Source: an optimization exercise on an open RTL-to-GDS flow (aim: small area). Production flows keep margins and buffers that such runs may drop. Only simulation tests tie the RTL to the original design; equivalence was not proved. Power figures rest on the tool's default switching activity, not on a simulated workload.

==> flow/design.v <==
package regfile_pkg;
   localparam int DEF_DATA_WIDTH = 20;
   localparam int DEF_REG_NUMBER = 5;
   localparam int DEF_NUM_READ   = 3;
endpackage
module regfile_read_port
#(
   parameter int DATA_WIDTH = regfile_pkg::DEF_DATA_WIDTH,
   parameter int REG_NUMBER = regfile_pkg::DEF_REG_NUMBER
)
(
   input  logic [REG_NUMBER-1:0]                    i_addr,
   input  logic [2**REG_NUMBER-1:1][DATA_WIDTH-1:0] i_regs_n,    
   input  logic [2**REG_NUMBER-1:1]                 i_busy_n,    
   input  logic                                     i_bypass_en,
   input  logic [1:0]                               i_wr_en,
   input  logic [2*REG_NUMBER-1:0]                  i_wr_addr,
   input  logic [2*DATA_WIDTH-1:0]                  i_wr_data,
   input  logic                                     i_rsv_en,
   input  logic [REG_NUMBER-1:0]                    i_rsv_addr,
   output logic [DATA_WIDTH-1:0]                    o_data,
   output logic                                     o_busy
);
   localparam int DEPTH = 2**REG_NUMBER;
   logic w_nz, w_hit1, w_hit0, w_hit, w_hit0_only, w_fwd_busy_n;
   logic [DEPTH-1:1] w_sel_n;
   assign w_nz   = (i_addr != '0);
   assign w_hit1 = i_bypass_en && w_nz && i_wr_en[1] &&
                   (i_wr_addr[2*REG_NUMBER-1:REG_NUMBER] == i_addr);
   assign w_hit0 = i_bypass_en && w_nz && i_wr_en[0] &&
                   (i_wr_addr[REG_NUMBER-1:0] == i_addr);
   assign w_hit  = w_hit1 || w_hit0;
   assign w_hit0_only = w_hit0 && !w_hit1;
   assign w_fwd_busy_n = !(w_hit && i_rsv_en && (i_rsv_addr == i_addr));
   always_comb begin
      for (int r = 1; r < DEPTH; r++) begin
         w_sel_n[r] = (i_addr != REG_NUMBER'(r));
      end
   end
   genvar gb;
   generate
      for (gb = 0; gb <= DATA_WIDTH; gb++) begin : g_bit
         logic [DEPTH-1:1] w_val_n;
         logic [3:0]       w_grp;
         logic             w_out;
         if (gb < DATA_WIDTH) begin : g_d
            for (genvar r = 1; r < DEPTH; r++) begin : g_r
               assign w_val_n[r] = i_regs_n[r][gb];
            end
         end else begin : g_b
            assign w_val_n = i_busy_n;
         end
         regfile_sel31 u_sel (.i_sel_n(w_sel_n), .i_val_n(w_val_n), .o_grp(w_grp));
         if (gb < DATA_WIDTH) begin : g_od
            regfile_out u_out (.i_grp(w_grp), .i_hit(w_hit),
                               .i_hit1(w_hit1), .i_d1(i_wr_data[DATA_WIDTH+gb]),
                               .i_hit0(w_hit0_only), .i_d0(i_wr_data[gb]), .o(w_out));
            assign o_data[gb] = w_out;
         end else begin : g_ob
            regfile_out_busy u_out (.i_grp(w_grp), .i_hit(w_hit), .i_fwd_n(w_fwd_busy_n),
                                    .o(w_out));
            assign o_busy = w_out;
         end
      end
   endgenerate
endmodule
module regfile_sel31
(
   input  logic [31:1] i_sel_n,
   input  logic [31:1] i_val_n,
   output logic [3:0]  o_grp
);
   logic [15:0] w_t;
   genvar gi;
   generate
      for (gi = 0; gi < 15; gi++) begin : g_pair
         regfile_oai22 u_p (.a(i_sel_n[2*gi+1]), .b(i_val_n[2*gi+1]),
                            .c(i_sel_n[2*gi+2]), .d(i_val_n[2*gi+2]), .y(w_t[gi]));
      end
      for (gi = 0; gi < 4; gi++) begin : g_grp
         regfile_or4 u_g (.i(w_t[4*gi +: 4]), .o(o_grp[gi]));
      end
   endgenerate
   regfile_nor2 u_last (.a(i_sel_n[31]), .b(i_val_n[31]), .y(w_t[15]));
endmodule
module regfile_out
(
   input  logic [3:0] i_grp,
   input  logic       i_hit,
   input  logic       i_hit1,
   input  logic       i_d1,
   input  logic       i_hit0,
   input  logic       i_d0,
   output logic       o
);
   assign o = !((!(|i_grp) || i_hit) && !((i_hit1 && i_d1) || (i_hit0 && i_d0)));
endmodule
module regfile_out_busy
(
   input  logic [3:0] i_grp,
   input  logic       i_hit,
   input  logic       i_fwd_n,
   output logic       o
);
   assign o = !((!(|i_grp) || i_hit) && i_fwd_n);
endmodule
module regfile_oai22 (input logic a, b, c, d, output logic y);
   assign y = !((a || b) && (c || d));
endmodule
module regfile_or4 (input logic [3:0] i, output logic o);
   assign o = |i;
endmodule
module register_file_mp
#(
   parameter int DATA_WIDTH = regfile_pkg::DEF_DATA_WIDTH,
   parameter int REG_NUMBER = regfile_pkg::DEF_REG_NUMBER,
   parameter int NUM_READ   = regfile_pkg::DEF_NUM_READ
)
(
   input  logic                           clk,
   input  logic                           rst,
   input  logic [NUM_READ*REG_NUMBER-1:0] rs_addr,
   output logic [NUM_READ*DATA_WIDTH-1:0] rs_data,
   output logic [NUM_READ-1:0]            rs_busy,
   input  logic [1:0]                     wr_en,
   input  logic [2*REG_NUMBER-1:0]        wr_addr,
   input  logic [2*DATA_WIDTH-1:0]        wr_data,
   input  logic                           rsv_en,
   input  logic [REG_NUMBER-1:0]          rsv_addr,
   input  logic                           clr_req,
   output logic                           clr_busy
);
   localparam int DEPTH = 2**REG_NUMBER;
   logic [DEPTH-1:1][DATA_WIDTH-1:0] r_regs_n;
   logic [DEPTH-1:1]                 r_busy_n;
   logic                             r_sweep;
   logic [REG_NUMBER-1:0]            r_index;
   logic [REG_NUMBER-1:0]   w_wa0, w_wa1;
   logic [2*DATA_WIDTH-1:0] w_wd_n;
   logic [DATA_WIDTH-1:0]   w_wd1_cn;
   logic                    w_clr_any, w_en0;
   logic [DEPTH-1:1][DATA_WIDTH-1:0] w_aoi;
   logic [DEPTH-1:1][DATA_WIDTH-1:0] w_d;
   logic [DEPTH-1:1]                 w_we0, w_we1, w_hold, w_rsv, w_clr;
   assign w_wa0  = wr_addr[REG_NUMBER-1:0];
   assign w_wa1  = wr_addr[2*REG_NUMBER-1:REG_NUMBER];
   assign w_wd_n = ~wr_data;
   assign w_clr_any = rst || r_sweep;
   assign w_en0 = !r_sweep && wr_en[0] && !(wr_en[1] && (w_wa0 == w_wa1));
   assign w_wd1_cn  = w_wd_n[2*DATA_WIDTH-1:DATA_WIDTH] | {DATA_WIDTH{w_clr_any}};
   always_comb begin
      for (int r = 1; r < DEPTH; r++) begin
         w_clr[r]  = rst || (r_sweep && (r_index == REG_NUMBER'(r)));
         w_we1[r]  = (!r_sweep && wr_en[1] && (w_wa1 == REG_NUMBER'(r))) || w_clr[r];
         w_we0[r]  = w_en0 && (w_wa0 == REG_NUMBER'(r));
         w_hold[r] = !(w_we1[r] || w_we0[r]);
         w_rsv[r]  = !r_sweep && rsv_en && (rsv_addr == REG_NUMBER'(r));
      end
   end
   genvar gr, gb;
   generate
      for (gr = 1; gr < DEPTH; gr++) begin : g_reg
         for (gb = 0; gb < DATA_WIDTH; gb++) begin : g_bit
            regfile_aoi222 u_next (
               .a1(w_we1[gr]),  .a2(w_wd1_cn[gb]),
               .b1(w_we0[gr]),  .b2(w_wd_n[gb]),
               .c1(w_hold[gr]), .c2(r_regs_n[gr][gb]),
               .y (w_aoi[gr][gb])
            );
            regfile_inv u_inv (.a(w_aoi[gr][gb]), .y(w_d[gr][gb]));
         end
      end
   endgenerate
   always_ff @(posedge clk) begin
      for (int r = 1; r < DEPTH; r++) begin
         r_regs_n[r] <= w_d[r];
         r_busy_n[r] <= w_clr[r] || !(w_rsv[r] || (w_hold[r] && !r_busy_n[r]));
      end
   end
   always_ff @(posedge clk) begin
      r_index <= r_sweep ? r_index + 1'b1 : REG_NUMBER'(1);
      if (rst) begin
         r_sweep <= 1'b0;
      end else if (r_sweep) begin
         if (r_index == '1) begin
            r_sweep <= 1'b0;
         end
      end else if (clr_req) begin
         r_sweep <= 1'b1;
      end
   end
   assign clr_busy = r_sweep;
   generate
      for (gb = 0; gb < NUM_READ; gb++) begin : g_rd
         regfile_read_port #(
            .DATA_WIDTH (DATA_WIDTH),
            .REG_NUMBER (REG_NUMBER)
         ) u_read_port (
            .i_addr      (rs_addr[gb*REG_NUMBER +: REG_NUMBER]),
            .i_regs_n    (r_regs_n),
            .i_busy_n    (r_busy_n),
            .i_bypass_en (!r_sweep),
            .i_wr_en     (wr_en),
            .i_wr_addr   (wr_addr),
            .i_wr_data   (wr_data),
            .i_rsv_en    (rsv_en),
            .i_rsv_addr  (rsv_addr),
            .o_data      (rs_data[gb*DATA_WIDTH +: DATA_WIDTH]),
            .o_busy      (rs_busy[gb])
         );
      end
   endgenerate
endmodule
module regfile_aoi222 (input logic a1, a2, b1, b2, c1, c2, output logic y);
   assign y = !((a1 && a2) || (b1 && b2) || (c1 && c2));
endmodule
module regfile_inv (input logic a, output logic y);
   assign y = !a;
endmodule
module regfile_nor2 (input logic a, b, output logic y);
   assign y = !(a || b);
endmodule
==> flow/flow/run.sh <==
#!/bin/bash
# Layout flow: the standard ORFS flow (standard.sh, synthesis unchanged), with a few
# step options set through the ORFS variables the steps read:
#  - port buffers use buf_2 instead of the flow's default pick (a slow delay cell);
#  - the buffers Yosys/ABC put in are removed at floorplan, and repair_design re-buffers;
#  - before repair_design, drivers of nets with 20+ loads get drive strength 2 (presize.tcl);
#  - CTS uses clkbuf_8, clusters up to 20 sinks within 50 um, and inserts no dummy loads;
# standard.sh's output goes to standard.log; each ORFS step logs to orfs/logs/.
set -euo pipefail
here=$(cd "$(dirname "$0")" && pwd)
export BUFFER_PORTS_ARGS="-buffer_cell sky130_fd_sc_hd__buf_2"
export REMOVE_ABC_BUFFERS=1
export PRE_RESIZE_TCL="$here/presize.tcl"
export CTS_ARGS="-sink_clustering_enable -repair_clock_nets -sink_clustering_size 20 -sink_clustering_max_diameter 50 -buf_list sky130_fd_sc_hd__clkbuf_8 -dont_use_dummy_load"
bash standard.sh > standard.log 2>&1
==> flow/flow/presize.tcl <==
# Sourced before repair_design (PRE_RESIZE_TCL): give the driver of every net with 20 or
# more loads drive strength 2, so that repair_design need not buffer those nets.
set n_up 0
foreach net [get_nets *] {
  set loads [get_pins -quiet -of_objects $net -filter "direction==input"]
  if {[llength $loads] < 20} continue
  set drv [get_pins -quiet -of_objects $net -filter "direction==output"]
  if {[llength $drv] != 1} continue
  set inst [get_cells -of_objects $drv]
  set m [get_property $inst ref_name]
  if {[regexp {^(sky130_fd_sc_hd__[a-z0-9]+)_[0-9]+$} $m -> base]} {
    set want ${base}_2
    if {$want ne $m && [llength [get_lib_cells -quiet */$want]]} { replace_cell $inst $want; incr n_up }
  }
}
puts "presize: resized $n_up drivers"
==> flow/standard.sh <==
#!/bin/bash
# synth_recipe.tcl (not shown) runs the flow's synth.tcl, then flattens the netlist and writes it again
# the make line also repeats each setting of config.mk as NAME=value (left out here)
make -C /OpenROAD-flow-scripts/flow DESIGN_CONFIG=/design/flow/config.mk WORK_HOME=/design/flow/orfs CLKGATE_MAP_FILE= SYNTH_SCRIPT=/design/flow/synth_recipe.tcl "${@:-finish}"
==> flow/config.mk <==
export PLATFORM = sky130hd
export DESIGN_NAME = register_file_mp
export DESIGN_NICKNAME = register_file_mp
export VERILOG_FILES = /design/flow/design.v
export SDC_FILE = /design/flow/constraint.sdc
export NUM_CORES = 8
export LEC_CHECK = 0
export CAP_MARGIN = 10
export CORE_MARGIN = 2
export CORE_UTILIZATION = 35
export GPL_TIMING_DRIVEN = 0
export PLACE_DENSITY = 0.45
export SETUP_SLACK_MARGIN = 0.1
export SLEW_MARGIN = 10
export SYNTH_HIERARCHICAL = 1
==> flow/constraint.sdc <==
create_clock -name core_clock -period 7.0 [get_ports {clk}]
set_input_delay 1.4000 -clock core_clock [delete_from_list [all_inputs] [get_ports {clk}]]
set_output_delay 1.4000 -clock core_clock [all_outputs]
set_load 0.01 [all_outputs]
==> results of run 1 <==
[synth_stat cells, types with 6 or more instances]
library cell | number | share of area [%]
xnor2_1 | 15 | 0.37
nor4_2 | 6 | 0.21
nor2b_1 | 13 | 0.23
buf_4 | 61 | 1.3
dfxtp_1 | 657 | 38
nor2_1 | 179 | 1.9
or4_1 | 252 | 5.4
a211oi_1 | 8 | 0.17
buf_6 | 13 | 0.42
a21oi_1 | 27 | 0.39
nand2_1 | 143 | 1.5
xor2_1 | 37 | 0.92
a222oi_1 | 620 | 18
and2_1 | 7 | 0.12
nand3_1 | 23 | 0.33
nand2b_1 | 8 | 0.14
nor3_1 | 21 | 0.30
and3b_2 | 6 | 0.17
nor3b_1 | 12 | 0.26
nand4_1 | 6 | 0.11
a31oi_1 | 15 | 0.27
nor4_1 | 67 | 1.2
o21ai_0 | 47 | 0.67
o22ai_1 | 945 | 17
o21ai_1 | 65 | 0.93
inv_1 | 651 | 7.0
a2111oi_0 | 7 | 0.17
buf_2 | 11 | 0.16
clkbuf_1 | 25 | 0.27
ha_1 | 6 | 0.21
a22oi_1 | 62 | 1.3
[cell usage in the layout, fill, tap and decap left out, types with 7 or more instances in the layout]
cell type  synthesis  layout
o21ai_0           47      18
a211oi_1           8       7
nor2_4             0      41
a222oi_1         620     620
inv_2              0      20
nor2_1           179     126
buf_12             0      11
a21oi_4            0       9
clkbuf_8           0     104
xnor2_1           15      15
o22ai_1          945     945
nor3b_1           12       7
a21oi_1           27      19
buf_8              0       8
inv_1            651     631
nor2_2             4      16
nand2_1          143      29
nand2_2            0     114
a31oi_1           15      14
dfxtp_1          657     657
o21ai_4            0      29
and2_1             7       7
or4_1            252     252
a22oi_1           62      62
nand3_1           23      23
nor3_1            21      17
xor2_1            37      37
nor2b_1           13      13
buf_2             11     140
diode_2            0      22
a2111oi_0          7       7
nor4_1            67      67
o21ai_1           65      64
buf_16             0      22
[stage by stage]
stage,util (%),setup WS [ps]
6_report,40.3,222
5_1_grt,40.3,422
4_1_cts,40.2,591
3_5_place_dp,38.8,612
3_3_place_gp,36.7,-2720
2_1_floorplan,-,1830
[per-module statistics from Yosys (local to each module, per instance), a selection]
module / cells inside / copies in the design / cell area, um^2 / flip-flops and latches
register_file_mp: 1095 / 1 / 15400 / 657
regfile_aoi222: 1 / 620 / 10.0 / 0
regfile_out: 3 / 60 / 18.8 / 0
regfile_inv: 1 / 620 / 3.75 / 0
regfile_oai22: 1 / 945 / 6.26 / 0
regfile_or4: 1 / 252 / 7.51 / 0
regfile_out_busy: 2 / 3 / 11.3 / 0
regfile_nor2: 1 / 63 / 3.75 / 0
[layer usage]
layer / global-route usage (%) / share of wire, % / vias to the layer above
li1: - / - / 17500
met1: 60.4 / 37 / 21400
met2: 64.8 / 38 / 3864
met3: 20.0 / 16 / 929
met4: 34.5 / 8.9 / 26
met5: 0.142 / 0.069 / -
[worst max-delay path, stage by stage]
cell and delay [ps]:
buf_2 310, nor3b_1 1240, nand2_2 830, o22ai_1 340, or4_1 560, nor4_1 260, o21ai_1 210, buf_2 170
[state kept, by name (all words and copies together) (netlist names)]
signal    count
r_regs_n    620
r_busy_n     31
r_index       5
r_sweep       1
[kinds of logic after synthesis]
group / count (synthesis)
AO/OA/AOI/OAI: 1820
AND/OR/NAND/NOR: 776
buffers and inverters: 764
flip-flops: 657
XOR/XNOR: 52
adder cells (fa/ha/maj): 6
[area by class of cell]
cell class                      instances  area, um^2
Antenna cell                           22        55.1
Clock buffer                          104        1430
Fill cell                           10300       59500
Inverter                              651        2440
Multi-Input combinational cell       2654       19900
Sequential cell                       657       13200
Tap cell                             1298        1620
Timing Repair Buffer                  181        1650
[how the worst max path moves through the flow]
stage                            from            to  slack [ps]
after floorplan            rs_addr[2]    rs_data[0]        1830
after global placement     wr_addr[5]  r_regs_n[16]       -2720
after detailed placement  rs_addr[10]   rs_data[49]         610
after CTS                 rs_addr[10]   rs_data[45]         590
after global routing       rs_addr[5]   rs_data[39]         420
final                      rs_addr[1]   rs_data[18]         220
[power groups by stage]
stage | combinational [mW] | clock [mW] | sequential, mW
after global routing | 2.16 | 3.04 | 4.62
after detailed placement | 2.01 | 0 | 4.62
after global placement | 1.92 | 0 | 4.61
final | 2.14 | 2.89 | 4.56
after floorplan | 1.02 | 0 | 4.51
after CTS | 2.02 | 2.90 | 4.54
==> summary.txt, run 1 <==
* Setup bufs post-CTS at 0
* RD Place Congestion at 1.15
* Synth unique cells at 62
* Die Ht at approximately 320 um
* Post-Layout Cell Count at roughly 5.6k
* Layout area overhead at 14.7%
* Post-DP HPWL at 162000 um
* Max Fclk at ~150 MHz
* Sequential share of the synthesized area at 37.5%
* Hold Buf Count CTS at 0
* Nets at 4331
* Final Total Pwr at 9.59 mW
* DRC Markers at 0
* Status: failed layout checks
* Gate power share at 22.3%
* Smallest hold slack at 453 ps
* Post-route ant nets at 0
* CTS tree: yes
* Clock power share at 30.1%
* Routed length per instance at 46.5 um
* XOR/XNOR Fraction of Synth Area at about 1.3%
* Vias in the first global route at 38.7k
* Die width at around 320 um
* Core ar. at 0.0997 mm^2
* Starting density of the core at between 30% and 40%
* Final Hold Vio Count at 0
* Pleak at about 16 nW
* Slew Limit Headroom at -1.79%
* Worst hold endpoint: r_index[0]
* H-tree levels at 3
* Pins Over Slew Limit at 5
* Hold path startpoint: r_index[0]
* Max FO, Critical Path at 21
* Clk root buf: clkbuf_8
* Compound-Gate Fraction of Synth Area at 39.2%
* Crit end category: output port
* Post-synthesis register bit count at between 600 and 700
* Pint at 6.10 mW
* Placed Area at approximately 0.039 mm^2
* Design Area, Final at ~0.04 mm^2
* Most used flip-flop cell after synthesis: dfxtp_1
* Max VDD drop at about 160 uV
* Dpl cells at between 5k and 6k
* Mux cell area share after synthesis at 0%
* Async S/R FF share, synth at 0%
* Clock Latency Late Sink at between 700 and 800 ps
* PostCTS Resize Cnt at 0
* Clk buf depth at 3
* Share of cells above drive strength 1 at about an eighth
* Reg-to-reg startpoint: r_sweep
* Drt pass-1 iters at 14
* Sequential power share at 47.5%
* R2R Setup Slk at about 2700 ps
* Setup TNS at 0 ps
* GR Overflow Total at 0
* Total number of vias at 43.7k
* Num CTS Buffers at between 100 and 150
* Pin count of the biggest net entering global routing at 34
* Synth Cell Area at 0.0351 mm^2
* Reg2Reg Depth at 7
* Switch Pwr at 3.49 mW
* Switching share of power at 36.4%
* Worst Skew at between 80 and 90 ps
* First DRT Iteration DRCs at 10.9k
* Setup violations, final at 0
* Number of synthesized flops with an enable pin at 0
* Total Wirelength at 259000 um
* Post-route minimum period at slightly below 7000 ps
* Req. time, crit path at about 5600 ps
* Ys Warns at 8
* Avg Cell Area, Syn at 8.60 um^2
* Nature of the critical path startpoint: primary input
* Top-level I/O count at 140
* Largest family of logic cells by synthesized area: compound AO/OA/AOI/OAI gates
* Reg2reg end: r_regs_n[379]
* Initial antenna violation count at 27
* CTS Sinks at 657
* Clk slew on worst S/H paths at ~50 ps
* Violated checks: capacitance limit, slew limit
* Hold path cells at 1
* MaxCap Viol Count at 1
* Worst slew pin tran at 1520 ps
* Port Buf Inserts at 139
* Total GRT Usage at ~48%
* Via density at 7.85
* # rows at between 100 and 150
* First-pass GRT wire length at between 300000 and 400000 um
* Post-synthesis simple-gate area fraction at 12.7%
* Die area at 0.103 mm^2
* CP Data Arrival Time at 5380 ps
* Synth Instances at 4075
* Adder-cell share of the synthesized area at 0.214%
* WS Path Type: in -> out
* Fin crit share at between 90% and 100%
* Power per cell area at 239 mW/mm^2
* RSZ-0062 raised after global routing: no
* HP Class: reg -> reg
==> run 2: changes to the inputs <==
--- a/flow/config.mk
+++ b/flow/config.mk
@@ -9,7 +9,7 @@
 export CORE_MARGIN = 2
 export CORE_UTILIZATION = 35
 export GPL_TIMING_DRIVEN = 0
-export PLACE_DENSITY = 0.45
+export PLACE_DENSITY = 0.55
 export SETUP_SLACK_MARGIN = 0.1
 export SLEW_MARGIN = 10
 export SYNTH_HIERARCHICAL = 1
==> run 2 against run 1 <==
Hold slack got worse by 12 ps. Clock power fell by 6.9%. Clock skew rose by 13 ps. Critical endpoint is now rs_data[54]. Sequential share of layout area rose by 0.12 points. Global-route usage fell by 5.9 points. Cell area fell by 0.36%. Synthesized cell count did not move. Now clean on timing, DRC and antenna. Routed wire length fell by 12%. Largest cell class unchanged. Core utilization fell by 0.15 points. Critical path depth did not move.
==> summary.txt, run 2 <==
* Post-route minimum period at 6770 ps (was 6780 ps)
* Layout area overhead at 14.2% (was 14.7%)
* Drt pass-1 iters at 14 (unchanged)
* Most common cell after layout, fill and taps aside: o22ai_1 (unchanged)
* Pleak at 15.5 nW (about the same)
* DRC Markers at 0 (unchanged)
* Die width at 321 um (unchanged)
* Setup bufs post-CTS at 0 (unchanged)
* Commonest non-fill, non-tap cells in the layout: 945 x o22ai_1, 657 x dfxtp_1, 631 x inv_1, 620 x a222oi_1, 252 x or4_1 (unchanged)
* HP Class: reg -> reg (unchanged)
* Worst slew pin tran at 1400 ps (was 1520 ps)
* Die Ht at 321 um (unchanged)
* Synth unique cells at 62 (unchanged)
* Total Wirelength at 227000 um (was 259000 um)
* Max Fclk at 148 MHz (about the same)
* Max reg flops at 620 (unchanged)
* Worst Skew at 95.9 ps (was 82.8 ps)
* Top post-synthesis cells by area: dfxtp_1 38%, a222oi_1 18%, o22ai_1 17% (unchanged)
* CTS tree: yes (unchanged)
* Core ar. at 0.0997 mm^2 (unchanged)
* Status: no timing/DRC/antenna violations (was failed layout checks)
* Post-route ant nets at 0 (unchanged)
* Number of synthesized flops with an enable pin at 0 (unchanged)
* Post-Layout Cell Count at 5552 (was 5567)
* Die area at 0.103 mm^2 (unchanged)
* Clock Latency Late Sink at 830 ps (was 790 ps)
* Pin count of the biggest net entering global routing at 34 (unchanged)
* Vias in the first global route at 40.0k (was 38.7k)
* Fillers at 9991 (was 10.3k)
* CP Data Arrival Time at 5370 ps (was 5380 ps)
* CTS Sinks at 657 (unchanged)
* Power per cell area at 232 mW/mm^2 (was 239 mW/mm^2)
* Largest reg by FF count: r_regs_n (unchanged)
* Nature of the critical path startpoint: primary input (unchanged)
* PostCTS Resize Cnt at 0 (unchanged)
* Initial antenna violation count at 19 (was 27)
* Avg Cell Area, Syn at 8.60 um^2 (unchanged)
* First DRT Iteration DRCs at 11.7k (was 10.9k)
* Top-level I/O count at 140 (unchanged)
* Clk buf depth at 3 (unchanged)
* Num CTS Buffers at 93 (was 104)
* Routed length per instance at 40.9 um (was 46.5 um)
* Crit end category: output port (unchanged)
* Post-synth top area share at 37.5% (unchanged)
* Top flop regs: r_regs_n x620, r_busy_n x31, r_index x5 (unchanged)
* Req. time, crit path at 5600 ps (about the same)
* Clk slew on worst S/H paths at 60 ps (was 50 ps)
* RSZ-0062 raised after global routing: no (unchanged)
* Nets at 4327 (was 4331)
* Slew Limit Headroom at 6.30% (was -1.79%)
* Cell with the most instances after synthesis: o22ai_1 (unchanged)
* Most common library cells after synthesis: 945 x o22ai_1, 657 x dfxtp_1, 651 x inv_1 (unchanged)
* Share of cells above drive strength 1 at 13.0% (was 13.1%)
* Port Buf Inserts at 139 (unchanged)
* MaxCap Viol Count at 0 (was 1)
* Max VDD drop at 141 uV (was 160 uV)
* Pins Over Slew Limit at 0 (was 5)
* Synth Cell Area at 0.0351 mm^2 (unchanged)
* Synth Instances at 4075 (unchanged)
* Clk root buf: clkbuf_8 (unchanged)
* Sequential share of the synthesized area at 37.5% (unchanged)
* Starting density of the core at 35.2% (unchanged)
* Setup violations, final at 0 (unchanged)
* Ys Warns at 8 (unchanged)
* RD Place Congestion at 1.12 (was 1.15)
* Async S/R FF share, synth at 0% (unchanged)
* Multi-input gate area at 0.0198 mm^2 (was 0.0199 mm^2)
* Hold Buf Count CTS at 0 (unchanged)
* Sequential cell area at 0.0132 mm^2 (unchanged)
* Total number of vias at 44.3k (was 43.7k)
* Dpl cells at 5443 (was 5441)
* Max FO, Critical Path at 21 (unchanged)
* WS Path Type: in -> out (unchanged)
* First-pass GRT wire length at 310000 um (was 341000 um)
* Post-DP HPWL at 143000 um (was 162000 um)
* GR Overflow Total at 0 (unchanged)
* Fin crit share at 96.7% (was 96.8%)
* # rows at 116 (unchanged)
* Total GRT Usage at 42.0% (was 47.9%)
* Via density at 7.98 (was 7.85)
* H-tree levels at 3 (unchanged)
* Post-synthesis register bit count at 657 (unchanged)
* Final Total Pwr at 9.30 mW (was 9.59 mW)
* Final Hold Vio Count at 0 (unchanged)
* Most used flip-flop cell after synthesis: dfxtp_1 (unchanged)
* Cell taking the most area after synthesis: dfxtp_1 (unchanged)
[run 2: cell counts after synthesis]
Identical to the previous run, type by type.
[run 2: Yosys stat by module (local to each module, per instance), excerpt]
| module | area (um^2) | cells | flip-flops and latches |
|---|---|---|---|
| regfile_inv | 3.75 | 1 | 0 |
| regfile_out_busy | 11.3 | 2 | 0 |
| regfile_aoi222 | 10.0 | 1 | 0 |
| regfile_or4 | 7.51 | 1 | 0 |
| regfile_oai22 | 6.26 | 1 | 0 |
| register_file_mp | 15400 | 1095 | 657 |
| regfile_out | 18.8 | 3 | 0 |
| regfile_nor2 | 3.75 | 1 | 0 |
[run 2: final cells by class]
type / count / share of cell area [%]
Antenna cell: 11 / 0.0687
Tap cell: 1298 / 4.05
Clock buffer: 93 / 3.20
Multi-Input combinational cell: 2654 / 49.5
Sequential cell: 657 / 32.8
Inverter: 651 / 6.10
Timing Repair Buffer: 188 / 4.25
[run 2: per-stage QoR]
stage / util (%) / cell area [um^2] / TNS, ps / worst slack, ps / hold slack [ps]
floorplan: - / 34300 / 0 / 1830 / 404
global placement: 36.7 / 36600 / -715110 / -2950 / 426
detailed placement: 38.7 / 38600 / 0 / 733 / 426
CTS: 40.0 / 39900 / 0 / 731 / 441
global route: 40.2 / 40000 / 0 / 459 / 482
finish: 40.2 / 40100 / 0 / 232 / 441
[run 2: routing by layer]
metal | global-route usage, % | vias to the layer above | wire length [um]
met5 | 2.60 | - | 409
met4 | 29.8 | 22 | 20900
met3 | 21.9 | 1226 | 41800
met2 | 56.6 | 4550 | 86500
met1 | 50.3 | 21000 | 77600
li1 | - | 17500 | -
[run 2: logic make-up after synthesis]
kind of cell,count (synthesis),share of synthesized area (%)
compound gates,1820,39.2
simple gates,776,12.7
buf+inv,764,9.15
flops,657,37.5
xor+xnor,52,1.30
fa+ha+maj,6,0.214
[run 2: path summary, 6_finish.rpt]
kind	startpoint	end	cells after the start	slack [ps]
worst max register to register	r_sweep	r_regs_n[365]	7	2760
worst min-delay path	r_index[0]	r_index[0]	1	440
worst max-delay path	rs_addr[12]	rs_data[54]	8	230
worst min register to register	r_index[0]	r_index[0]	1	440
[run 2: where the power goes]
group / switching [mW] / leakage [nW] / total [mW] / internal, mW
clock: 1.52 / 0.669 / 2.69 / 1.17
combinational: 1.38 / 9.29 / 2.05 / 0.675
sequential: 0.423 / 5.53 / 4.56 / 4.14
total: 3.32 / 15.5 / 9.30 / 5.98
[run 2: critical path, stage by stage]
cell	delay, ps
buf_2	340
and3b_2	320
nand2_2	580
o22ai_1	200
or4_1	790
nor4_1	1200
o21ai_1	250
buf_2	230
==> run 3: changes to the inputs <==
==> flow/flow/run.sh (replaced) <==
#!/bin/bash
# Layout flow: the standard ORFS flow (standard.sh, synthesis unchanged), with a few
# step options set through the ORFS variables the steps read:
#  - every port still gets a buffer, but a small one (ports.tcl: buf_2 on inputs, buf_1
#    on outputs) instead of the flow's default pick, a slow delay cell;
#  - the buffers Yosys/ABC put in are removed at floorplan, and repair_design re-buffers;
#  - before repair_design, drivers of nets with 20+ loads get drive strength 2 (presize.tcl);
#  - CTS uses clkbuf_8, clusters up to 12 sinks within 100 um, and inserts no dummy loads.
# standard.sh's output goes to standard.log; each ORFS step logs to orfs/logs/.
set -euo pipefail
here=$(cd "$(dirname "$0")" && pwd)
export DONT_BUFFER_PORTS=1
export PRE_GLOBAL_PLACE_TCL="$here/ports.tcl"
export REMOVE_ABC_BUFFERS=1
export PRE_RESIZE_TCL="$here/presize.tcl"
export CTS_ARGS="-sink_clustering_enable -repair_clock_nets -sink_clustering_size 12 -sink_clustering_max_diameter 100 -buf_list sky130_fd_sc_hd__clkbuf_8 -dont_use_dummy_load"
bash standard.sh > standard.log 2>&1
==> flow/flow/ports.tcl (new file) <==
# Sourced before global placement (PRE_GLOBAL_PLACE_TCL), with the flow's own port
# buffering turned off: every input port gets a buf_2 and every output port a buf_1.
buffer_ports -inputs -buffer_cell sky130_fd_sc_hd__buf_2
buffer_ports -outputs -buffer_cell sky130_fd_sc_hd__buf_1
--- a/flow/config.mk
+++ b/flow/config.mk
@@ -5,11 +5,11 @@
 export SDC_FILE = /design/flow/constraint.sdc
 export NUM_CORES = 8
 export LEC_CHECK = 0
-export CAP_MARGIN = 10
+export CAP_MARGIN = 20
 export CORE_MARGIN = 2
 export CORE_UTILIZATION = 35
 export GPL_TIMING_DRIVEN = 0
-export PLACE_DENSITY = 0.55
+export PLACE_DENSITY = 0.45
 export SETUP_SLACK_MARGIN = 0.1
-export SLEW_MARGIN = 10
+export SLEW_MARGIN = 20
 export SYNTH_HIERARCHICAL = 1
==> run 3 against run 2 <==
Still clean. Combinational power up 3%. Clock skew down 17 ps. Setup slack better by 360 ps. First-iteration DRC count down 4.2%. Largest cell class unchanged.
==> summary.txt, run 3 <==
* Status: no timing/DRC/antenna violations (unchanged)
* Placed Area at 0.0387 mm^2 (was 0.0386 mm^2)
* Max reg flops at 620 (unchanged)
* Die width at 321 um (unchanged)
* Max FO, Critical Path at 21 (unchanged)
* Hold Buf Count CTS at 0 (unchanged)
* WS Path Type: in -> out (unchanged)
* Die area at 0.103 mm^2 (unchanged)
* RSZ-0062 raised after global routing: no (unchanged)
* Number of synthesized flops with an enable pin at 0 (unchanged)
* CP Data Arrival Time at 5010 ps (was 5370 ps)
* Fin crit share at 91.6% (was 96.7%)
* Most common cell after layout, fill and taps aside: o22ai_1 (unchanged)
* # rows at 116 (unchanged)
* Clock power share at 25.4% (was 28.9%)
* Share of cells above drive strength 1 at 10.8% (was 13.0%)
* Post-route minimum period at 6410 ps (was 6770 ps)
* Cell taking the most area after synthesis: dfxtp_1 (unchanged)
* Post-synth top area share at 37.5% (unchanged)
* Starting density of the core at 35.2% (unchanged)
* Synth unique cells at 62 (unchanged)
* Port Buf Inserts at 139 (unchanged)
* Max VDD drop at 160 uV (was 141 uV)
* Design Area, Final at 0.0396 mm^2 (was 0.0401 mm^2)
* CTS tree: yes (unchanged)
* Hold path startpoint: r_index[0] (unchanged)
* HP Class: reg -> reg (unchanged)
* Layout area overhead at 12.9% (was 14.2%)
* Crit end category: output port (unchanged)
* Via density at 7.90 (was 7.98)
* Top-level I/O count at 140 (unchanged)
* Die Ht at 321 um (unchanged)
* First-pass GRT wire length at 341000 um (was 310000 um)
* Pin count of the biggest net entering global routing at 34 (unchanged)
* H-tree levels at 2 (was 3)
* Ys Warns at 8 (unchanged)
* Synth Cell Area at 0.0351 mm^2 (unchanged)
* Initial antenna violation count at 22 (was 19)
* RD Place Congestion at 1.14 (was 1.12)
* Worst slew pin tran at 1290 ps (was 1400 ps)
* Largest reg by FF count: r_regs_n (unchanged)
* Total GRT Usage at 47.7% (was 42.0%)
* Commonest non-fill, non-tap cells in the layout: 945 x o22ai_1, 657 x dfxtp_1, 631 x inv_1, 620 x a222oi_1, 252 x or4_1 (unchanged)
* Clk buf depth at 3 (unchanged)
* Total number of vias at 43.5k (was 44.3k)
* Pins Over Slew Limit at 0 (unchanged)
* Nature of the critical path startpoint: primary input (unchanged)
* Top flop regs: r_regs_n x620, r_busy_n x31, r_index x5 (unchanged)
* Nets at 4286 (was 4327)
* Pint at 5.55 mW (was 5.98 mW)
* Core ar. at 0.0997 mm^2 (unchanged)
* DRC Markers at 0 (unchanged)
* Post-synthesis register bit count at 657 (unchanged)
* Async S/R FF share, synth at 0% (unchanged)
* Hold path cells at 1 (unchanged)
* Routed length per instance at 46.6 um (was 40.9 um)
* R2R Setup Slk at 2850 ps (was 2760 ps)
* Gate power share at 23.7% (was 22.1%)
* Top post-synthesis cells by area: dfxtp_1 38%, a222oi_1 18%, o22ai_1 17% (unchanged)
* CTS Sinks at 657 (unchanged)
* PostCTS Resize Cnt at 0 (unchanged)
* Num CTS Buffers at 61 (was 93)
* Req. time, crit path at 5600 ps (about the same)
* Clock Latency Late Sink at 850 ps (was 830 ps)
* Slew Limit Headroom at 13.3% (was 6.30%)
* Vias in the first global route at 38.2k (was 40.0k)
* Reg2Reg Depth at 7 (unchanged)
* Setup violations, final at 0 (unchanged)
* Worst Skew at 79.4 ps (was 95.9 ps)
* Sequential power share at 50.9% (was 49.0%)
* First DRT Iteration DRCs at 11.2k (was 11.7k)
* Final Hold Vio Count at 0 (unchanged)
* Switching share of power at 37.9% (was 35.7%)
* Total Wirelength at 257000 um (was 227000 um)
* Max Fclk at 156 MHz (was 148 MHz)
* Clk root buf: clkbuf_8 (unchanged)
* Post-route ant nets at 0 (unchanged)
* Avg Cell Area, Syn at 8.60 um^2 (unchanged)
* Drt pass-1 iters at 14 (unchanged)
* Post-DP HPWL at 164000 um (was 143000 um)
* Switch Pwr at 3.39 mW (was 3.32 mW)
* GR Overflow Total at 0 (unchanged)
* MaxCap Viol Count at 0 (unchanged)
* Clk slew on worst S/H paths at 100 ps (was 60 ps)
* Most used flip-flop cell after synthesis: dfxtp_1 (unchanged)
* Power per cell area at 226 mW/mm^2 (was 232 mW/mm^2)
* Reg-to-reg startpoint: r_sweep (unchanged)
* Setup bufs post-CTS at 0 (unchanged)
* Most common library cells after synthesis: 945 x o22ai_1, 657 x dfxtp_1, 651 x inv_1 (unchanged)
* Worst hold endpoint: r_index[0] (unchanged)
* Cell with the most instances after synthesis: o22ai_1 (unchanged)
* Pleak at 15.0 nW (was 15.5 nW)
* Sequential share of the synthesized area at 37.5% (unchanged)
* Reg2reg end: r_regs_n[381] (was r_regs_n[365])
* Final Util at 39.7% (was 40.2%)
* Synth Instances at 4075 (unchanged)
run 3: layout make-up:
| cell class | count | area (um^2) |
|---|---|---|
| diodes | 11 | 27.5 |
| clock buffers | 61 | 840 |
| fillers | 10200 | 60100 |
| inverters | 651 | 2440 |
| multi-input cells | 2654 | 20000 |
| flip-flops and latches | 657 | 13200 |
| well taps | 1298 | 1620 |
| repair buffers | 179 | 1550 |
run 3: how the worst max path moves through the flow:
stage | start | end | slack, ps
3_5_place_dp | rs_addr[8] | rs_data[26] | 870
2_1_floorplan | rs_addr[2] | rs_data[0] | 1830
3_3_place_gp | wr_addr[1] | r_regs_n[448] | -2480
4_1_cts | r_sweep | rs_data[21] | 800
6_report | rs_addr[8] | rs_data[26] | 590
5_1_grt | r_sweep | rs_data[21] | 650
run 3: worst max-delay path, cell delays in order:
cell and delay, ps:
buf_2 240, nor2b_1 910, nand2_2 790, o22ai_1 410
or4_1 540, nor4_1 170, o21ai_1 310, buf_1 200
run 3: cells by family after synthesis:
kind of cell / share of synthesized area, %
buffers and inverters: 9.15
DFF: 37.5
adders and majority gates: 0.214
AOI/OAI and AO/OA: 39.2
xor gates and xnor gates: 1.30
and+or+nand+nor: 12.7
run 3: power by group through the flow:
stage          sequential (mW)  combinational (mW)  clock (mW)
2_1_floorplan             4.51                1.02           0
3_3_place_gp              4.61                1.90           0
3_5_place_dp              4.62                1.99           0
4_1_cts                   4.54                2.00        2.26
5_1_grt                   4.62                2.14        2.39
6_report                  4.56                2.12        2.27
run 3: through the flow:
stage	power [mW]	hold slack (ps)	worst slack (ps)	instances	setup TNS, ps
after CTS	8.80	454	795	5499	0
after global placement	6.51	428	-2480	5399	-856980
after global routing	9.15	467	645	5501	0
final	8.95	458	590	5511	0
after detailed placement	6.62	430	874	5438	0
after floorplan	5.53	404	1830	3962	0
run 3: per-layer routing:
layer	vias to the layer above	global-route usage [%]	part of all wire, %
li1	17400	-	-
met1	21500	59.6	36
met2	3806	66.6	40
met3	826	19.1	15
met4	18	33.1	8.6
met5	-	0.757	0.078
run 3: modules after synthesis, one instance, submodules excluded, a selection:
module	copies in the design	flip-flops and latches	cells inside	area, um^2
regfile_inv	620	0	1	3.75
regfile_out_busy	3	0	2	11.3
regfile_out	60	0	3	18.8
regfile_nor2	63	0	1	3.75
regfile_aoi222	620	0	1	10.0
regfile_or4	252	0	1	7.51
regfile_oai22	945	0	1	6.26
register_file_mp	1	657	1095	15400
==> run 4: changes to the inputs <==
--- a/flow/config.mk
+++ b/flow/config.mk
@@ -9,7 +9,7 @@
 export CORE_MARGIN = 2
 export CORE_UTILIZATION = 35
 export GPL_TIMING_DRIVEN = 0
-export PLACE_DENSITY = 0.45
+export PLACE_DENSITY = 0.55
 export SETUP_SLACK_MARGIN = 0.1
 export SLEW_MARGIN = 20
 export SYNTH_HIERARCHICAL = 1
==> run 4 against run 3 <==
Power up 0.19%. Via count up 2.0%. Critical path depth unchanged. Cell area up 0.85%. Synthesized cell count unchanged. Clock power up 2%. Die area unchanged. Clock skew down 0.69 ps. Sequential power about the same. Setup slack worse by 180 ps. Non-clock buffer count up 13. Final cell count up 0.20%. Critical endpoint is now rs_data[18]. Largest power group unchanged.
==> summary.txt, run 4 <==
* Fin crit share at 94.2% (was 91.6%)
* Die width at 321 um (unchanged)
* Total number of vias at 44.4k (was 43.5k)
* Smallest hold slack at 441 ps (was 458 ps)
* DP Worst Slack at 785 ps (was 874 ps)
* Die Ht at 321 um (unchanged)
* Clk buf depth at 3 (unchanged)
* RSZ-0062 raised after global routing: no (unchanged)
* Cell with the most instances after synthesis: o22ai_1 (unchanged)
* Design Area, Final at 0.0399 mm^2 (was 0.0396 mm^2)
* Worst Skew at 78.7 ps (was 79.4 ps)
* Clk slew on worst S/H paths at 70 ps (was 100 ps)
* Crit path largest cell delay at 940 ps (was 910 ps)
* RD Place Congestion at 1.09 (was 1.14)
* Top-level I/O count at 140 (unchanged)
* CP Cell Sequence: buf_2 -> nor3b_1 -> nand2_2 -> o22ai_1 -> or4_1 -> nor4_1 -> o21ai_1 -> buf_1 (was buf_2 -> nor2b_1 -> nand2_2 -> o22ai_1 -> or4_1 -> nor4_1 -> o21ai_1 -> buf_1)
* CP Data Arrival Time at 5190 ps (was 5010 ps)
* DRC Markers at 0 (unchanged)
* First DRT Iteration DRCs at 12.4k (was 11.2k)
* Share of cells above drive strength 1 at 11.0% (was 10.8%)
* # rows at 116 (unchanged)
* Worst slew pin tran at 1270 ps (was 1290 ps)
* Num CTS Buffers at 66 (was 61)
* Total GRT Usage at 44.0% (was 47.7%)
* Slew Limit Headroom at 14.9% (was 13.3%)
* Top flop regs: r_regs_n x620, r_busy_n x31, r_index x5 (unchanged)
* Initial antenna violation count at 14 (was 22)
* Most common cell after layout, fill and taps aside: o22ai_1 (unchanged)
* Status: no timing/DRC/antenna violations (unchanged)
* Pin count of the biggest net entering global routing at 34 (unchanged)
* Post-route minimum period at 6590 ps (was 6410 ps)
* Final Hold Vio Count at 0 (unchanged)
* Starting density of the core at 35.2% (unchanged)
* Setup violations, final at 0 (unchanged)
* Async S/R FF share, synth at 0% (unchanged)
* WS Path Type: in -> out (unchanged)
* MaxCap Viol Count at 0 (unchanged)
* Largest reg by FF count: r_regs_n (unchanged)
* Nature of the critical path startpoint: primary input (unchanged)
* Via density at 8.04 (was 7.90)
* Max reg flops at 620 (unchanged)
* Max Fclk at 152 MHz (was 156 MHz)
* Die area at 0.103 mm^2 (unchanged)
* Core ar. at 0.0997 mm^2 (unchanged)
* First-pass GRT wire length at 320000 um (was 341000 um)
* Max VDD drop at 145 uV (was 160 uV)
* Hold Buf Count CTS at 0 (unchanged)
* CTS Sinks at 657 (unchanged)
* Crit end category: output port (unchanged)
* Vias in the first global route at 39.4k (was 38.2k)
* Final Util at 40.0% (was 39.7%)
* CTS tree: yes (unchanged)
* Avg Cell Area, Syn at 8.60 um^2 (unchanged)
* Commonest non-fill, non-tap cells in the layout: 945 x o22ai_1, 657 x dfxtp_1, 631 x inv_1, 620 x a222oi_1, 252 x or4_1 (unchanged)
* Final setup margin at 406 ps (was 590 ps)
* Top post-synthesis cells by area: dfxtp_1 38%, a222oi_1 18%, o22ai_1 17% (unchanged)
* Cell taking the most area after synthesis: dfxtp_1 (unchanged)
* Most used flip-flop cell after synthesis: dfxtp_1 (unchanged)
* Ys Warns at 8 (unchanged)
* Post-synthesis register bit count at 657 (unchanged)
* Slowest-stage cell, CP: nor3b_1 (was nor2b_1)
* PostCTS Resize Cnt at 0 (unchanged)
* Sequential share of the synthesized area at 37.5% (unchanged)
* Power per cell area at 224 mW/mm^2 (was 226 mW/mm^2)
* Port Buf Inserts at 139 (unchanged)
* Clk root buf: clkbuf_8 (unchanged)
* Pins Over Slew Limit at 0 (unchanged)
* Most common library cells after synthesis: 945 x o22ai_1, 657 x dfxtp_1, 651 x inv_1 (unchanged)
* Nets at 4304 (was 4286)
* Max FO, Critical Path at 21 (unchanged)
* HP Class: reg -> reg (unchanged)
* Post-synth top area share at 37.5% (unchanged)
* Clock Latency Late Sink at 770 ps (was 850 ps)
* Routed length per instance at 43.2 um (was 46.6 um)
* Synth Instances at 4075 (unchanged)
* Drt pass-1 iters at 22 (was 14)
* GR Overflow Total at 0 (unchanged)
* Synth Cell Area at 0.0351 mm^2 (unchanged)
* Req. time, crit path at 5600 ps (about the same)
* Dpl cells at 5452 (was 5438)
* Number of synthesized flops with an enable pin at 0 (unchanged)
* Layout area overhead at 13.9% (was 12.9%)
* Setup bufs post-CTS at 0 (unchanged)
* Placed Area at 0.0390 mm^2 (was 0.0387 mm^2)
* Post-DP HPWL at 152000 um (was 164000 um)
* Post-Layout Cell Count at 5522 (was 5511)
* H-tree levels at 3 (was 2)
* Synth unique cells at 62 (unchanged)
* Total Wirelength at 239000 um (was 257000 um)
* Post-route ant nets at 0 (unchanged)
* Pleak at 15.2 nW (was 15.0 nW)
run 4: cell counts after synthesis:
No cell type changed its count.
run 4: worst paths after layout:
| check | startpoint | to | slack [ps] | depth (start not counted) |
|---|---|---|---|---|
| worst min-delay path | r_index[0] | r_index[0] | 440 | 1 |
| worst min register to register | r_index[0] | r_index[0] | 440 | 1 |
| worst max-delay path | rs_addr[0] | rs_data[18] | 410 | 8 |
| worst max register to register | r_sweep | r_regs_n[116] | 3170 | 7 |
run 4: per-layer routing:
metal / vias to the layer above / global-route usage (%) / wire, um / part of all wire, %
li1: 17400 / - / - / -
met1: 21200 / 53.9 / 82200 / 34
met2: 4627 / 60.0 / 90700 / 38
met3: 1129 / 21.1 / 43000 / 18
met4: 16 / 30.1 / 22100 / 9.3
met5: - / 3.17 / 487 / 0.20
run 4: power by group:
part / internal (mW) / switching (mW)
logic: 0.668 / 1.42
clock network: 0.845 / 1.47
registers: 4.13 / 0.421
total: 5.65 / 3.32
run 4: final cells by class:
class	instances	area, um^2
multi-input combinational	2654	19900
tap	1298	1620
sequential	657	13200
inverter	651	2440
antenna	4	10.0
timing repair buffer	192	1880
fill	10000	59800
clock buffer	66	908
run 4: cells by family after synthesis:
logic type / count (synthesis) / synth area share [%]
adders and majority gates: 6 / 0.214
buffers and inverters: 764 / 9.15
and+or+nand+nor: 776 / 12.7
DFF: 657 / 37.5
AOI/OAI and AO/OA: 1820 / 39.2
xor gates and xnor gates: 52 / 1.30
run 4: Yosys stat by module, one instance, submodules excluded, a selection:
module	times used	cells	flops+latches
regfile_out	60	3	0
regfile_aoi222	620	1	0
regfile_or4	252	1	0
regfile_oai22	945	1	0
regfile_inv	620	1	0
regfile_nor2	63	1	0
run 4: worst max-delay path: cells and delay by family:
kind / cells / cell delay, ps
compound gates: 2 / 960
buf+inv: 2 / 600
simple gates: 4 / 2180
run 4: per-stage QoR:
step / TNS, ps / power (mW)
floorplan: 0 / 5.53
global placement: -826060 / 6.41
detailed placement: 0 / 6.56
CTS: 0 / 8.80
global route: 0 / 9.16
finish: 0 / 8.96
==> run 5: changes to the inputs <==
==> flow/flow/run.sh (replaced) <==
#!/bin/bash
# Layout flow: the standard ORFS flow (standard.sh, synthesis unchanged), with a few
# step options set through the ORFS variables the steps read:
#  - every port still gets a buffer, but a small one (ports.tcl: buf_1) instead of the
#    flow's default pick, a slow delay cell;
#  - the buffers Yosys/ABC put in are removed at floorplan, and repair_design re-buffers;
#  - before repair_design, drivers of nets with 20+ loads get drive strength 2 (presize.tcl);
#  - CTS uses clkbuf_8, clusters up to 14 sinks within 100 um, and inserts no dummy loads;
#  - after global-route repair, gates with timing slack are downsized (power recovery),
#    then max slew and capacitance are repaired again (postgrt.tcl).
# standard.sh's output goes to standard.log; each ORFS step logs to orfs/logs/.
set -euo pipefail
here=$(cd "$(dirname "$0")" && pwd)
export DONT_BUFFER_PORTS=1
export PRE_GLOBAL_PLACE_TCL="$here/ports.tcl"
export REMOVE_ABC_BUFFERS=1
export PRE_RESIZE_TCL="$here/presize.tcl"
export CTS_ARGS="-sink_clustering_enable -repair_clock_nets -sink_clustering_size 14 -sink_clustering_max_diameter 100 -buf_list sky130_fd_sc_hd__clkbuf_8 -dont_use_dummy_load"
export RECOVER_POWER=100
export POST_GLOBAL_ROUTE_TCL="$here/postgrt.tcl"
bash standard.sh > standard.log 2>&1
==> flow/flow/ports.tcl (replaced) <==
# Sourced before global placement (PRE_GLOBAL_PLACE_TCL), with the flow's own port
# buffering turned off: every input and output port gets a buf_1.
buffer_ports -inputs -buffer_cell sky130_fd_sc_hd__buf_1
buffer_ports -outputs -buffer_cell sky130_fd_sc_hd__buf_1
==> flow/flow/postgrt.tcl (new file) <==
# Sourced at the end of global routing (POST_GLOBAL_ROUTE_TCL): after power recovery
# downsized gates, repair max slew and capacitance again on global-route parasitics.
global_route -start_incremental
estimate_parasitics -global_routing
repair_design -slew_margin 20 -cap_margin 20
detailed_placement
global_route -end_incremental
estimate_parasitics -global_routing
--- a/flow/config.mk
+++ b/flow/config.mk
@@ -9,7 +9,7 @@
 export CORE_MARGIN = 2
 export CORE_UTILIZATION = 35
 export GPL_TIMING_DRIVEN = 0
-export PLACE_DENSITY = 0.55
+export PLACE_DENSITY = 0.45
 export SETUP_SLACK_MARGIN = 0.1
 export SLEW_MARGIN = 20
 export SYNTH_HIERARCHICAL = 1
==> run 5 against run 4 <==
Sequential share of layout area up 0.66 points. Synthesized area is the same. Cell area shrank 2.0%. Die area did not move. Non-clock buffer count grew 3. Largest power group unchanged.
==> summary.txt, run 5 <==
* Switching share of power at 38.3% (was 37.0%)
* Nature of the critical path startpoint: primary input (unchanged)
* Clk buf depth at 3 (unchanged)
* Cell taking the most area after synthesis: dfxtp_1 (unchanged)
* Most used flip-flop cell after synthesis: dfxtp_1 (unchanged)
* Crit end category: output port (unchanged)
* Post-synthesis register bit count at 657 (unchanged)
* Fillers at 10.4k (was 10.0k)
* Status: no timing/DRC/antenna violations (unchanged)
* Clock power share at 24.3% (was 25.9%)
* Switch Pwr at 3.38 mW (was 3.32 mW)
* Post-DP HPWL at 165000 um (was 152000 um)
* Ys Warns at 8 (unchanged)
* Max reg flops at 620 (unchanged)
* Cell with the most instances after synthesis: o22ai_1 (unchanged)
* Power per cell area at 225 mW/mm^2 (was 224 mW/mm^2)
* Clock Latency Late Sink at 830 ps (was 770 ps)
* Initial antenna violation count at 36 (was 14)
* Max Fclk at 148 MHz (was 152 MHz)
* MaxCap Viol Count at 0 (unchanged)
* Req. time, crit path at 5600 ps (about the same)
* Final Hold Vio Count at 0 (unchanged)
* Nets at 4294 (was 4304)
* First-pass GRT wire length at 345000 um (was 320000 um)
* Die area at 0.103 mm^2 (unchanged)
* Setup bufs post-CTS at 0 (unchanged)
* # rows at 116 (unchanged)
* Post-route minimum period at 6750 ps (was 6590 ps)
* Fin crit share at 96.4% (was 94.2%)
* Sequential share of the synthesized area at 37.5% (unchanged)
* Routed length per instance at 47.4 um (was 43.2 um)
* Core ar. at 0.0997 mm^2 (unchanged)
* Slew Limit Headroom at 19.0% (was 14.9%)
* Largest reg by FF count: r_regs_n (unchanged)
* Port Buf Inserts at 139 (unchanged)
* R2R Setup Slk at 2120 ps (was 3170 ps)
* Total GRT Usage at 48.5% (was 44.0%)
* Setup violations, final at 0 (unchanged)
* Top post-synthesis cells by area: dfxtp_1 38%, a222oi_1 18%, o22ai_1 17% (unchanged)
* Synth unique cells at 62 (unchanged)
* Total Wirelength at 262000 um (was 239000 um)
* Pleak at 14.8 nW (was 15.2 nW)
* Pin count of the biggest net entering global routing at 34 (unchanged)
* Pins Over Slew Limit at 0 (unchanged)
* Max VDD drop at 150 uV (was 145 uV)
* Starting density of the core at 35.2% (unchanged)
* DRC Markers at 0 (unchanged)
* Final Util at 39.3% (was 40.0%)
* CTS Sinks at 657 (unchanged)
* Pint at 5.44 mW (was 5.65 mW)
* Placed Area at 0.0387 mm^2 (was 0.0390 mm^2)
* Number of synthesized flops with an enable pin at 0 (unchanged)
* First DRT Iteration DRCs at 11.8k (was 12.4k)
* Share of cells above drive strength 1 at 8.76% (was 11.0%)
* Max FO, Critical Path at 21 (unchanged)
* Top flop regs: r_regs_n x620, r_busy_n x31, r_index x5 (unchanged)
* PostCTS Resize Cnt at 0 (unchanged)
* Drt pass-1 iters at 14 (was 22)
* Total number of vias at 43.7k (was 44.4k)
* Sequential power share at 51.6% (was 50.8%)
* Async S/R FF share, synth at 0% (unchanged)
* Die width at 321 um (unchanged)
* Worst slew pin tran at 1210 ps (was 1270 ps)
* Synth Cell Area at 0.0351 mm^2 (unchanged)
* Synth Instances at 4075 (unchanged)
* Layout area overhead at 11.6% (was 13.9%)
* Via density at 7.90 (was 8.04)
* Design Area, Final at 0.0391 mm^2 (was 0.0399 mm^2)
* RD Place Congestion at 1.10 (was 1.09)
* Clk slew on worst S/H paths at 100 ps (was 70 ps)
* CTS tree: yes (unchanged)
* HP Class: reg -> reg (unchanged)
* CP Data Arrival Time at 5350 ps (was 5190 ps)
* Hold Buf Count CTS at 0 (unchanged)
* Most common cell after layout, fill and taps aside: o22ai_1 (unchanged)
* Top-level I/O count at 140 (unchanged)
* Gate power share at 24.1% (was 23.3%)
* WS Path Type: in -> out (unchanged)
* Most common library cells after synthesis: 945 x o22ai_1, 657 x dfxtp_1, 651 x inv_1 (unchanged)
* Post-route ant nets at 0 (unchanged)
* Post-synth top area share at 37.5% (unchanged)
* Commonest non-fill, non-tap cells in the layout: 945 x o22ai_1, 657 x dfxtp_1, 631 x inv_1, 620 x a222oi_1, 252 x or4_1 (unchanged)
* Worst Skew at 67.7 ps (was 78.7 ps)
* Clk root buf: clkbuf_8 (unchanged)
* Num CTS Buffers at 53 (was 66)
* Die Ht at 321 um (unchanged)
* Avg Cell Area, Syn at 8.60 um^2 (unchanged)
* H-tree levels at 2 (was 3)
* GR Overflow Total at 0 (unchanged)
* Vias in the first global route at 38.1k (was 39.4k)
[run 5: cell families after synthesis]
logic type / after synthesis / synth area share, %
adder cells (fa/ha/maj): 6 / 0.214
AO/OA/AOI/OAI: 1820 / 39.2
XOR/XNOR: 52 / 1.30
buffers and inverters: 764 / 9.15
AND/OR/NAND/NOR: 776 / 12.7
flip-flops: 657 / 37.5
[run 5: worst max-delay path, stage by stage]
cell,delay (ps)
clkbuf_1,420
nor2b_1,970
nand2_2,790
o22ai_1,430
or4_1,670
nor4_1,210
o21ai_0,230
buf_1,180
[run 5: routing by layer]
layer / track usage [%] / up-vias / part of all wire, % / wire (um)
li1: - / 17400 / - / -
met1: 59.7 / 21300 / 35 / 92500
met2: 69.1 / 3973 / 40 / 105000
met3: 20.0 / 898 / 16 / 42300
met4: 31.5 / 36 / 8.5 / 22100
met5: 0 / - / 0.087 / 228
[run 5: metrics by stage]
step                hold slack [ps]  cells  setup WS [ps]  total power [mW]  TNS [ps]
floorplan                       404   3962           1830              5.53         0
global placement                437   5399          -3490              6.51  -1201470
detailed placement              433   5445            429              6.63         0
CTS                             458   5498            408              8.69         0
finish                          465   5522            251              8.82         0
[run 5: path summary, 6_finish.rpt]
check,startpoint,end,depth (start not counted)
setup / recovery,rs_addr[3],rs_data[0],8
hold / removal,r_index[0],r_index[0],1
setup reg to reg,r_sweep,r_regs_n[455],8
hold reg to reg,r_index[0],r_index[0],1
[run 5: area by class of cell]
type                       instances  area (um^2)  share of cell area [%]
multi-input combinational       2654        19800                    50.6
sequential                       657        13200                    33.6
inverter                         651         2440                    6.24
tap                             1298         1620                    4.15
timing repair buffer             195         1360                    3.48
clock buffer                      53          729                    1.86
antenna                           14         35.0                  0.0895
[run 5: power by group through the flow]
| stage | clock network (mW) | registers [mW] | logic (mW) |
|---|---|---|---|
| after floorplan | 0 | 4.51 | 1.02 |
| after global placement | 0 | 4.61 | 1.90 |
| after detailed placement | 0 | 4.62 | 2.01 |
| after CTS | 2.14 | 4.54 | 2.01 |
| final | 2.14 | 4.55 | 2.12 |
[run 5: modules after synthesis (local to each module, per instance), a selection]
module | area, um^2 | flip-flops and latches | cells | times used
register_file_mp | 15400 | 657 | 1095 | 1
regfile_out | 18.8 | 0 | 3 | 60
regfile_out_busy | 11.3 | 0 | 2 | 3
regfile_aoi222 | 10.0 | 0 | 1 | 620
regfile_or4 | 7.51 | 0 | 1 | 252
regfile_oai22 | 6.26 | 0 | 1 | 945
regfile_inv | 3.75 | 0 | 1 | 620
regfile_nor2 | 3.75 | 0 | 1 | 63

==> afterwards: timing with drivers on the ports <==
The results above use ideal ports. As a check the final layouts listed here were re-extracted and re-timed, cells and wires unchanged. Step 1 sets driving cells, clkbuf_16 on the clock port and buf_2 on the other inputs (assumed; they add their load-dependent delay and slew). Step 2 times the ports against the registers' clock, not the clock port: input delays grow and output delays shrink by t, the midpoint of the rising clock arrivals with the driver on. Slacks: no drivers / after step 1 / after step 2; pairs: no drivers / after step 1.
run	shift t [ns]	setup WS [ns]	clock arrival spread, ns	cell pins on the clock port's net
run 1	0.837	0.222 / 0.197 / 0.197	0.099 / 0.098	1
run 2	0.830	0.232 / 0.205 / 0.205	0.147 / 0.147	1
run 3	0.883	0.590 / 0.519 / 0.526	0.085 / 0.085	1
run 4	0.790	0.406 / 0.352 / 0.352	0.107 / 0.108	1
run 5	0.878	0.251 / 0.220 / 0.220	0.076 / 0.076	1
The setup slack of run 3, which loses most, moves by -0.071 ns with the drivers and by -0.064 ns with both steps.
